What follows belongs to an exercise in optimizing a design on an open flow for small area, a short achievable clock period and few clock cycles per item; a production flow would make more cautious choices. RTL that was checked went through simulation tests only; none was proved equivalent to the original.

## v39
==> module alu_arbiter, before the edit <==
module alu_arbiter
#(
  parameter int unsigned RR_INIT = 0
) (
  input  logic              clk,
  input  logic              resetn,
  input  logic              req0_valid,
  output logic              req0_ready,
  input  logic [DATA_W-1:0] req0_op1,
  input  logic [DATA_W-1:0] req0_op2,
  input  logic [OP_W-1:0]   req0_alu_op,
  input  logic              req1_valid,
  output logic              req1_ready,
  input  logic [DATA_W-1:0] req1_op1,
  input  logic [DATA_W-1:0] req1_op2,
  input  logic [OP_W-1:0]   req1_alu_op,
  output logic              rsp0_valid,
  input  logic              rsp0_ready,
  output logic              rsp1_valid,
  input  logic              rsp1_ready,
  output logic [DATA_W-1:0] rsp_result,
  output logic              rsp_zero,
  output logic              rsp_ovf,
  output logic              rsp_err,
  output logic              busy
);
  localparam int unsigned CNT_W = MUL_CNT_W;
  logic              busy_q;
  logic              mul_q;     
  logic [CNT_W-1:0]  cnt_q;
  logic              gid;
  logic              last;
  logic [DATA_W-1:0] res_q;     
  logic              ovf_q;     
  logic              add_q;     
  logic              bx31_q;    
  logic              err_q;
  logic              s_mul_q;   
  logic [DATA_W-1:0] a_q;       
  logic [DATA_W-1:0] hi_q;      
  logic              prev_q;    
  logic              sel1_c;
  logic              hs_c;
  logic              take_c;
  logic [DATA_W-1:0] a_in, b_in;
  logic [DATA_W-1:0] alu_result_c;
  logic              alu_ovf_c, alu_bx31_c;
  logic [11:0]       ctl0_c, ctl1_c, ctl_in;
  logic [DATA_W+MUL_K-1:0] acc_c;
  always_comb begin
    req0_ready = resetn && !busy_q && req0_valid && !(req1_valid && !last);
    req1_ready = resetn && !busy_q && req1_valid && !(req0_valid && last);
    sel1_c     = !req0_valid || (req1_valid && !last);
    hs_c       = req0_ready || req1_ready;
    a_in       = sel1_c ? req1_op1 : req0_op1;
    b_in       = sel1_c ? req1_op2 : req0_op2;
    ctl_in     = sel1_c ? ctl1_c : ctl0_c;
    take_c     = (rsp0_valid && rsp0_ready) || (rsp1_valid && rsp1_ready);
    busy       = busy_q;
  end
  alu_arbiter_dec u_dec0 (.alu_op (req0_alu_op), .ctl_c (ctl0_c));
  alu_arbiter_dec u_dec1 (.alu_op (req1_alu_op), .ctl_c (ctl1_c));
  alu_arbiter_alu u_alu (
    .op1      (a_in),
    .op2      (b_in),
    .ctl      (ctl_in),
    .result_c (alu_result_c),
    .ovf_c    (alu_ovf_c),
    .add_bx31_c (alu_bx31_c)
  );
  alu_arbiter_mul u_mul (
    .op1   (a_q),
    .mpl   (res_q),
    .prev  (prev_q),
    .hi    (hi_q),
    .acc_c (acc_c)
  );
  always_comb begin
    rsp_result = res_q;
    rsp_zero   = ~|res_q;
    rsp_ovf    = s_mul_q ? (hi_q != {DATA_W{res_q[DATA_W-1]}})
               : add_q   ? ((a_q[DATA_W-1] == bx31_q) && (res_q[DATA_W-1] != a_q[DATA_W-1]))
               : ovf_q;
    rsp_err    = err_q;
  end
  always_ff @(posedge clk or negedge resetn) begin
    if (!resetn) begin
      busy_q     <= 1'b0;
      mul_q      <= 1'b0;
      cnt_q      <= '0;
      gid        <= 1'b0;
      last       <= (RR_INIT == 0) ? 1'b1 : 1'b0;
      rsp0_valid <= 1'b0;
      rsp1_valid <= 1'b0;
    end else begin
      if (hs_c) begin
        busy_q     <= 1'b1;
        gid        <= sel1_c;
        last       <= sel1_c;
        mul_q      <= ctl_in[6];
        cnt_q      <= '0;
        rsp0_valid <= !ctl_in[6] && !sel1_c;
        rsp1_valid <= !ctl_in[6] && sel1_c;
      end else if (mul_q) begin
        cnt_q <= cnt_q + 1'b1;
        if (cnt_q == CNT_W'(MUL_STEPS - 1)) begin
          mul_q      <= 1'b0;
          rsp0_valid <= !gid;
          rsp1_valid <= gid;
        end
      end else if (take_c) begin
        busy_q     <= 1'b0;
        rsp0_valid <= 1'b0;
        rsp1_valid <= 1'b0;
      end
    end
  end
  always_ff @(posedge clk) begin
    if (!busy_q) begin
      res_q   <= alu_result_c;
      ovf_q   <= alu_ovf_c;
      add_q   <= ctl_in[0];
      bx31_q  <= alu_bx31_c;
      err_q   <= ctl_in[7];
      s_mul_q <= ctl_in[6];
      a_q     <= a_in;
      hi_q    <= '0;
      prev_q  <= 1'b0;
    end else if (mul_q) begin
      hi_q   <= acc_c[DATA_W+MUL_K-1:MUL_K];
      res_q  <= {acc_c[MUL_K-1:0], res_q[DATA_W-1:MUL_K]};
      prev_q <= res_q[MUL_K-1];
    end
  end
endmodule
export LEC_CHECK = 0
export ABC_AREA = 1
export CAP_MARGIN = 20
export CORE_MARGIN = 2
export CORE_UTILIZATION = 45
export SETUP_SLACK_MARGIN = 5
export SLEW_MARGIN = 20
export TNS_END_PERCENT = 0
create_clock -name core_clock -period 11.5 [get_ports {clk}]
standard.sh (not shown) runs the stock make flow with config.mk's settings and CLKGATE_MAP_FILE= SYNTH_SCRIPT=/design/flow/synth_recipe.tcl, a recipe that flattens the netlist after the stock synthesis.
==> flow/flow/run.sh <==
#!/bin/bash
# The standard layout (standard.sh: ORFS from synthesis to the final layout), with two
# changes to how timing repair works; the SDC, clock period and everything else are unchanged:
#  - every port still gets its own buffer, but the smallest one (buf_1); repair resizes those on
#    critical paths.
# make's full output goes to flow_make.log; ORFS keeps each step's log under orfs/logs/.
set -euo pipefail
cd "$(dirname "$0")/.."
MARGIN=$(cat flow/margin.txt)
sed -E "s/ 'SETUP_SLACK_MARGIN=[^']*'//; s/ SETUP_SLACK_MARGIN=[^ ]+//; s/(make -C [^ ]+ )/\1SETUP_SLACK_MARGIN=${MARGIN} 'BUFFER_PORTS_ARGS=-buffer_cell sky130_fd_sc_hd__buf_1' /" standard.sh > standard_margin.sh
grep -q "SETUP_SLACK_MARGIN=${MARGIN} 'BUFFER_PORTS_ARGS" standard_margin.sh
bash standard_margin.sh > flow_make.log 2>&1
==> flow/flow/margin.txt <==
6.0
Having completed the whole flow, v39 delivered a layout that passed the timing, DRC and antenna checks.
#### Input delta (v28 over v39)
--- a/flow/design.v
+++ b/flow/design.v
@@ -199,28 +199,28 @@
   logic              bx31_q;    
   logic              err_q;
   logic              s_mul_q;   
   logic [DATA_W-1:0] a_q;       
   logic [DATA_W-1:0] hi_q;      
   logic              prev_q;    
-  logic              sel1_c;
+  logic              grant_c;
   logic              hs_c;
   logic              take_c;
   logic [DATA_W-1:0] a_in, b_in;
   logic [DATA_W-1:0] alu_result_c;
   logic              alu_ovf_c, alu_bx31_c;
   logic [11:0]       ctl0_c, ctl1_c, ctl_in;
   logic [DATA_W+MUL_K-1:0] acc_c;
   always_comb begin
-    req0_ready = resetn && !busy_q && req0_valid && !(req1_valid && !last);
-    req1_ready = resetn && !busy_q && req1_valid && !(req0_valid && last);
-    sel1_c     = !req0_valid || (req1_valid && !last);
+    grant_c    = (req0_valid && req1_valid) ? ~last : req1_valid;
+    req0_ready = resetn && !busy_q && req0_valid && !grant_c;
+    req1_ready = resetn && !busy_q && req1_valid && grant_c;
     hs_c       = req0_ready || req1_ready;
-    a_in       = sel1_c ? req1_op1 : req0_op1;
-    b_in       = sel1_c ? req1_op2 : req0_op2;
-    ctl_in     = sel1_c ? ctl1_c : ctl0_c;
+    a_in       = grant_c ? req1_op1 : req0_op1;
+    b_in       = grant_c ? req1_op2 : req0_op2;
+    ctl_in     = grant_c ? ctl1_c : ctl0_c;
     take_c     = (rsp0_valid && rsp0_ready) || (rsp1_valid && rsp1_ready);
     busy       = busy_q;
   end
   alu_arbiter_dec u_dec0 (.alu_op (req0_alu_op), .ctl_c (ctl0_c));
   alu_arbiter_dec u_dec1 (.alu_op (req1_alu_op), .ctl_c (ctl1_c));
   alu_arbiter_alu u_alu (
@@ -255,18 +255,18 @@
       last       <= (RR_INIT == 0) ? 1'b1 : 1'b0;
       rsp0_valid <= 1'b0;
       rsp1_valid <= 1'b0;
     end else begin
       if (hs_c) begin
         busy_q     <= 1'b1;
-        gid        <= sel1_c;
-        last       <= sel1_c;
+        gid        <= grant_c;
+        last       <= grant_c;
         mul_q      <= ctl_in[6];
         cnt_q      <= '0;
-        rsp0_valid <= !ctl_in[6] && !sel1_c;
-        rsp1_valid <= !ctl_in[6] && sel1_c;
+        rsp0_valid <= !ctl_in[6] && !grant_c;
+        rsp1_valid <= !ctl_in[6] && grant_c;
       end else if (mul_q) begin
         cnt_q <= cnt_q + 1'b1;
         if (cnt_q == CNT_W'(MUL_STEPS - 1)) begin
           mul_q      <= 1'b0;
           rsp0_valid <= !gid;
           rsp1_valid <= gid;
==> results.txt <==
From v39 to v28 the numbers moved as follows: horizontal extent of the die went up 0.65 um. Lower detailed route wirelength on metal3 goes to v28 over v39. In v28 relative to v39, number of vias after detailed routing had gone down slightly. Going from v39 to v28, met2 wire length grew slightly. Cmp v28 and v39 / count of placed standard cells in the final layout, fillers left out / lower: v28.
Testbench counts of v28, summed over its fixed seeds: cycles 8,544, items 3,200.
Only the layout flow was run in v39; the RTL was not checked for function there.

========
alu_arbiter, a different RTL version from the one above (not shown whole).
For scale: roughly 180 I/O pins, roughly 15000 um^2 of cells after synthesis.
==> module alu_arbiter_alu, before the edit <==
module alu_arbiter_alu
(
  input  logic [DATA_W-1:0] op1,
  input  logic [DATA_W-1:0] op2,
  input  logic [11:0]       ctl,        
  output logic [DATA_W-1:0] result_c,   
  output logic              ovf_c,      
  output logic              add_bx31_c   
);
  logic              s_add, s_shr, s_shl, s_mul, sub, ars, als;
  logic [3:0]        lut;
  logic [DATA_W-1:0] b_x;
  logic [DATA_W-1:0] sum;
  logic [DATA_W-1:0] p0, gg, gp;
  logic              fill;
  logic [DATA_W-1:0] x;
  logic [DATA_W-1:0] mask;
  logic              drop_or;    
  logic              drop_and;   
  logic              sh_ovf;
  logic [DATA_W-1:0] logic_r;
  logic [DATA_W-1:0] shl_r;
  always_comb begin
    {lut, s_mul, als, ars, s_shl, s_shr, sub, s_add} = {ctl[11:8], ctl[6:0]};
    b_x = op2 ^ {DATA_W{sub}};
    p0  = op1 ^ b_x;
    gg  = op1 & b_x;
    gp  = p0;
    gg[0] = gg[0] | (p0[0] & sub);
    for (int l = 0; (1 << l) < DATA_W; l++)
      for (int i = 0; i < DATA_W; i++)
        if (i & (1 << l)) begin
          gg[i] = gg[i] | (gp[i] & gg[((i >> l) << l) - 1]);
          gp[i] = gp[i] & gp[((i >> l) << l) - 1];
        end
    sum      = p0 ^ {gg[DATA_W-2:0], sub};
    add_bx31_c = b_x[DATA_W-1];
    fill = ars & op1[DATA_W-1];
    for (int i = 0; i < DATA_W; i++) x[i] = s_shl ? op1[DATA_W-1-i] : op1[i];
    drop_or  = 1'b0;
    drop_and = 1'b1;
    for (int k = SH_W - 1; k >= 0; k--) begin
      mask = DATA_W'((64'd1 << (1 << k)) - 64'd1);
      if (op2[k]) begin
        drop_or  = drop_or | (|(x & mask));
        drop_and = drop_and & (&(x | ~mask));
        x        = (x >> (1 << k)) | ({DATA_W{fill}} & ~({DATA_W{1'b1}} >> (1 << k)));
      end
    end
    for (int i = 0; i < DATA_W; i++) shl_r[i] = x[DATA_W-1-i];
    sh_ovf = als ? !((drop_and & x[0]) | (!drop_or & !x[0])) : drop_or;
    for (int i = 0; i < DATA_W; i++) logic_r[i] = lut[{op1[i], op2[i]}];
    result_c = logic_r
             | ({DATA_W{s_add}} & sum)
             | ({DATA_W{s_shr}} & x)
             | ({DATA_W{s_shl}} & shl_r)
             | ({DATA_W{s_mul}} & op2);
    ovf_c    = s_shl & sh_ovf;
  end
endmodule
==> module alu_arbiter, before the edit <==
module alu_arbiter
#(
  parameter int unsigned RR_INIT = 0
) (
  input  logic              clk,
  input  logic              resetn,
  input  logic              req0_valid,
  output logic              req0_ready,
  input  logic [DATA_W-1:0] req0_op1,
  input  logic [DATA_W-1:0] req0_op2,
  input  logic [OP_W-1:0]   req0_alu_op,
  input  logic              req1_valid,
  output logic              req1_ready,
  input  logic [DATA_W-1:0] req1_op1,
  input  logic [DATA_W-1:0] req1_op2,
  input  logic [OP_W-1:0]   req1_alu_op,
  output logic              rsp0_valid,
  input  logic              rsp0_ready,
  output logic              rsp1_valid,
  input  logic              rsp1_ready,
  output logic [DATA_W-1:0] rsp_result,
  output logic              rsp_zero,
  output logic              rsp_ovf,
  output logic              rsp_err,
  output logic              busy
);
  localparam int unsigned CNT_W = MUL_CNT_W;
  logic              busy_q;
  logic              mul_q;     
  logic [CNT_W-1:0]  cnt_q;
  logic              gid;
  logic              last;
  logic [DATA_W-1:0] res_q;     
  logic              ovf_q;     
  logic              add_q;     
  logic              bx31_q;    
  logic              err_q;
  logic              s_mul_q;   
  logic [DATA_W-1:0] a_q;       
  logic [DATA_W-1:0] hi_q;      
  logic              prev_q;    
  logic              sel1_c;
  logic              hs_c;
  logic              take_c;
  logic [DATA_W-1:0] a_in, b_in;
  logic [DATA_W-1:0] alu_result_c;
  logic              alu_ovf_c, alu_bx31_c;
  logic [11:0]       ctl0_c, ctl1_c, ctl_in;
  logic [DATA_W+MUL_K-1:0] acc_c;
  always_comb begin
    req0_ready = resetn && !busy_q && req0_valid && !(req1_valid && !last);
    req1_ready = resetn && !busy_q && req1_valid && !(req0_valid && last);
    sel1_c     = !req0_valid || (req1_valid && !last);
    hs_c       = !busy_q && (req0_valid || req1_valid);
    a_in       = sel1_c ? req1_op1 : req0_op1;
    b_in       = sel1_c ? req1_op2 : req0_op2;
    ctl_in     = sel1_c ? ctl1_c : ctl0_c;
    take_c     = (rsp0_valid && rsp0_ready) || (rsp1_valid && rsp1_ready);
    busy       = busy_q;
  end
  alu_arbiter_dec u_dec0 (.alu_op (req0_alu_op), .ctl_c (ctl0_c));
  alu_arbiter_dec u_dec1 (.alu_op (req1_alu_op), .ctl_c (ctl1_c));
  alu_arbiter_alu u_alu (
    .op1      (a_in),
    .op2      (b_in),
    .ctl      (ctl_in),
    .result_c (alu_result_c),
    .ovf_c    (alu_ovf_c),
    .add_bx31_c (alu_bx31_c)
  );
  alu_arbiter_mul u_mul (
    .op1   (a_q),
    .mpl   (res_q),
    .prev  (prev_q),
    .hi    (hi_q),
    .acc_c (acc_c)
  );
  always_comb begin
    rsp_result = res_q;
    rsp_zero   = ~|res_q;
    rsp_ovf    = s_mul_q ? (hi_q != {DATA_W{res_q[DATA_W-1]}})
               : add_q   ? ((a_q[DATA_W-1] == bx31_q) && (res_q[DATA_W-1] != a_q[DATA_W-1]))
               : ovf_q;
    rsp_err    = err_q;
  end
  always_ff @(posedge clk or negedge resetn) begin
    if (!resetn) begin
      busy_q     <= 1'b0;
      mul_q      <= 1'b0;
      cnt_q      <= '0;
      gid        <= 1'b0;
      last       <= (RR_INIT == 0) ? 1'b1 : 1'b0;
      rsp0_valid <= 1'b0;
      rsp1_valid <= 1'b0;
    end else begin
      if (hs_c) begin
        busy_q     <= 1'b1;
        gid        <= sel1_c;
        last       <= sel1_c;
        mul_q      <= ctl_in[6];
        cnt_q      <= '0;
        rsp0_valid <= !ctl_in[6] && !sel1_c;
        rsp1_valid <= !ctl_in[6] && sel1_c;
      end else if (mul_q) begin
        cnt_q <= cnt_q + 1'b1;
        if (cnt_q == CNT_W'(MUL_STEPS - 1)) begin
          mul_q      <= 1'b0;
          rsp0_valid <= !gid;
          rsp1_valid <= gid;
        end
      end else if (take_c) begin
        busy_q     <= 1'b0;
        rsp0_valid <= 1'b0;
        rsp1_valid <= 1'b0;
      end
    end
  end
  always_ff @(posedge clk) begin
    if (!busy_q) begin
      res_q   <= alu_result_c;
      ovf_q   <= alu_ovf_c;
      add_q   <= ctl_in[0];
      bx31_q  <= alu_bx31_c;
      err_q   <= ctl_in[7];
      s_mul_q <= ctl_in[6];
      a_q     <= a_in;
      hi_q    <= '0;
      prev_q  <= 1'b0;
    end else if (mul_q) begin
      hi_q   <= acc_c[DATA_W+MUL_K-1:MUL_K];
      res_q  <= {acc_c[MUL_K-1:0], res_q[DATA_W-1:MUL_K]};
      prev_q <= res_q[MUL_K-1];
    end
  end
endmodule
clock: 11.5 ns
lec_check: 0
abc_area: 1
cap_margin: 20
core_margin: 2
core_utilization: 45
setup_slack_margin: 5
slew_margin: 20
tns_end_percent: 0
Scripts as last shown in full above: flow/flow/run.sh, flow/flow/margin.txt
Then changed:
--- a/flow/design.v
+++ b/flow/design.v
@@ -50,8 +50,11 @@
 (
   input  logic [DATA_W-1:0] op1,
   input  logic [DATA_W-1:0] op2,
   input  logic [11:0]       ctl,        
+  input  logic              hold,       
+  input  logic              mul_sh,     
+  input  logic [DATA_W-1:0] mul_res,
   output logic [DATA_W-1:0] result_c,   
   output logic              ovf_c,      
   output logic              add_bx31_c   
 );
@@ -96,14 +99,16 @@
       end
     end
     for (int i = 0; i < DATA_W; i++) shl_r[i] = x[DATA_W-1-i];
     sh_ovf = als ? !((drop_and & x[0]) | (!drop_or & !x[0])) : drop_or;
+    lut = lut & {4{!hold}};
     for (int i = 0; i < DATA_W; i++) logic_r[i] = lut[{op1[i], op2[i]}];
     result_c = logic_r
-             | ({DATA_W{s_add}} & sum)
-             | ({DATA_W{s_shr}} & x)
-             | ({DATA_W{s_shl}} & shl_r)
-             | ({DATA_W{s_mul}} & op2);
+             | ({DATA_W{s_add & !hold}} & sum)
+             | ({DATA_W{s_shr & !hold}} & x)
+             | ({DATA_W{s_shl & !hold}} & shl_r)
+             | ({DATA_W{s_mul & !hold}} & op2)
+             | ({DATA_W{mul_sh}} & mul_res);
     ovf_c    = s_shl & sh_ovf;
   end
 endmodule
 module alu_arbiter_mul
@@ -201,24 +206,24 @@
   logic              s_mul_q;   
   logic [DATA_W-1:0] a_q;       
   logic [DATA_W-1:0] hi_q;      
   logic              prev_q;    
-  logic              sel1_c;
+  logic              grant_c;
   logic              hs_c;
   logic              take_c;
   logic [DATA_W-1:0] a_in, b_in;
   logic [DATA_W-1:0] alu_result_c;
   logic              alu_ovf_c, alu_bx31_c;
   logic [11:0]       ctl0_c, ctl1_c, ctl_in;
   logic [DATA_W+MUL_K-1:0] acc_c;
   always_comb begin
-    req0_ready = resetn && !busy_q && req0_valid && !(req1_valid && !last);
-    req1_ready = resetn && !busy_q && req1_valid && !(req0_valid && last);
-    sel1_c     = !req0_valid || (req1_valid && !last);
-    hs_c       = !busy_q && (req0_valid || req1_valid);
-    a_in       = sel1_c ? req1_op1 : req0_op1;
-    b_in       = sel1_c ? req1_op2 : req0_op2;
-    ctl_in     = sel1_c ? ctl1_c : ctl0_c;
+    grant_c    = (req0_valid && req1_valid) ? ~last : req1_valid;
+    req0_ready = resetn && !busy_q && req0_valid && !grant_c;
+    req1_ready = resetn && !busy_q && req1_valid && grant_c;
+    hs_c       = req0_ready || req1_ready;
+    a_in       = grant_c ? req1_op1 : req0_op1;
+    b_in       = grant_c ? req1_op2 : req0_op2;
+    ctl_in     = grant_c ? ctl1_c : ctl0_c;
     take_c     = (rsp0_valid && rsp0_ready) || (rsp1_valid && rsp1_ready);
     busy       = busy_q;
   end
   alu_arbiter_dec u_dec0 (.alu_op (req0_alu_op), .ctl_c (ctl0_c));
@@ -226,8 +231,11 @@
   alu_arbiter_alu u_alu (
     .op1      (a_in),
     .op2      (b_in),
     .ctl      (ctl_in),
+    .hold     (busy_q),
+    .mul_sh   (mul_q),
+    .mul_res  ({acc_c[MUL_K-1:0], res_q[DATA_W-1:MUL_K]}),
     .result_c (alu_result_c),
     .ovf_c    (alu_ovf_c),
     .add_bx31_c (alu_bx31_c)
   );
@@ -257,14 +265,14 @@
       rsp1_valid <= 1'b0;
     end else begin
       if (hs_c) begin
         busy_q     <= 1'b1;
-        gid        <= sel1_c;
-        last       <= sel1_c;
+        gid        <= grant_c;
+        last       <= grant_c;
         mul_q      <= ctl_in[6];
         cnt_q      <= '0;
-        rsp0_valid <= !ctl_in[6] && !sel1_c;
-        rsp1_valid <= !ctl_in[6] && sel1_c;
+        rsp0_valid <= !ctl_in[6] && !grant_c;
+        rsp1_valid <= !ctl_in[6] && grant_c;
       end else if (mul_q) begin
         cnt_q <= cnt_q + 1'b1;
         if (cnt_q == CNT_W'(MUL_STEPS - 1)) begin
           mul_q      <= 1'b0;
@@ -278,10 +286,12 @@
       end
     end
   end
   always_ff @(posedge clk) begin
+    if (!busy_q || mul_q) res_q <= alu_result_c;
+  end
+  always_ff @(posedge clk) begin
     if (!busy_q) begin
-      res_q   <= alu_result_c;
       ovf_q   <= alu_ovf_c;
       add_q   <= ctl_in[0];
       bx31_q  <= alu_bx31_c;
       err_q   <= ctl_in[7];
@@ -290,9 +300,8 @@
       hi_q    <= '0;
       prev_q  <= 1'b0;
     end else if (mul_q) begin
       hi_q   <= acc_c[DATA_W+MUL_K-1:MUL_K];
-      res_q  <= {acc_c[MUL_K-1:0], res_q[DATA_W-1:MUL_K]};
       prev_q <= res_q[MUL_K-1];
     end
   end
 endmodule
The new run went through all stages and came out clean.
Setup slack is worse by 0.065 ns.
Register-to-register slack is worse by 0.02 ns.
Wire length grows by 9.3%.
First-iteration DRC count grows by 7.4%.
Cell count grows by 3.0%.
Die area grows by 1.5%.
Global-route usage grows by 1.3 points.
Sequential share of layout area shrinks by 0.77 points.
Synthesized area grows by 1.6%.
Core utilization grows by 1.1 points.
Design area grows by 4.5%.
No functional check of the RTL was part of any run of this note.

static timing again, ports no longer ideal:
The flow's constraints put no driver on any port. The routed layouts listed below were extracted and timed again, unchanged, in two steps. Step 1: set_driving_cell puts a clkbuf_16 on clk and a buf_2 on each other input, an assumption about the parent block. Step 2 times the ports against the registers' clock, not the clock port: input delays grow and output delays shrink by t, the midpoint of the rising clock arrivals with the driver on. Slacks: no drivers / after step 1 / after step 2; pairs: no drivers / after step 1.
| run | t (ns) | slack for setup (ns) | worst hold slack (ns) | clock arrival spread, ns |
|---|---|---|---|---|
| v39 | 0.400 | 5.938 / 5.917 / 5.628 | 0.490 / 0.490 / 0.490 | 0.018 / 0.018 |
| v28 | 0.404 | 6.010 / 5.865 / 5.554 | 0.500 / 0.500 / 0.500 | 0.013 / 0.013 |
| the first run of note 2 | 0.414 | 5.980 / 5.946 / 5.613 | 0.513 / 0.513 / 0.513 | 0.017 / 0.017 |
| the second run of note 2 | 0.435 | 5.915 / 5.885 / 5.534 | 0.502 / 0.502 / 0.502 | 0.022 / 0.021 |
After both steps setup and hold are still met in every run listed. The setup slack of v28, which loses most, moves by -0.145 ns with the drivers and by -0.456 ns with both steps.
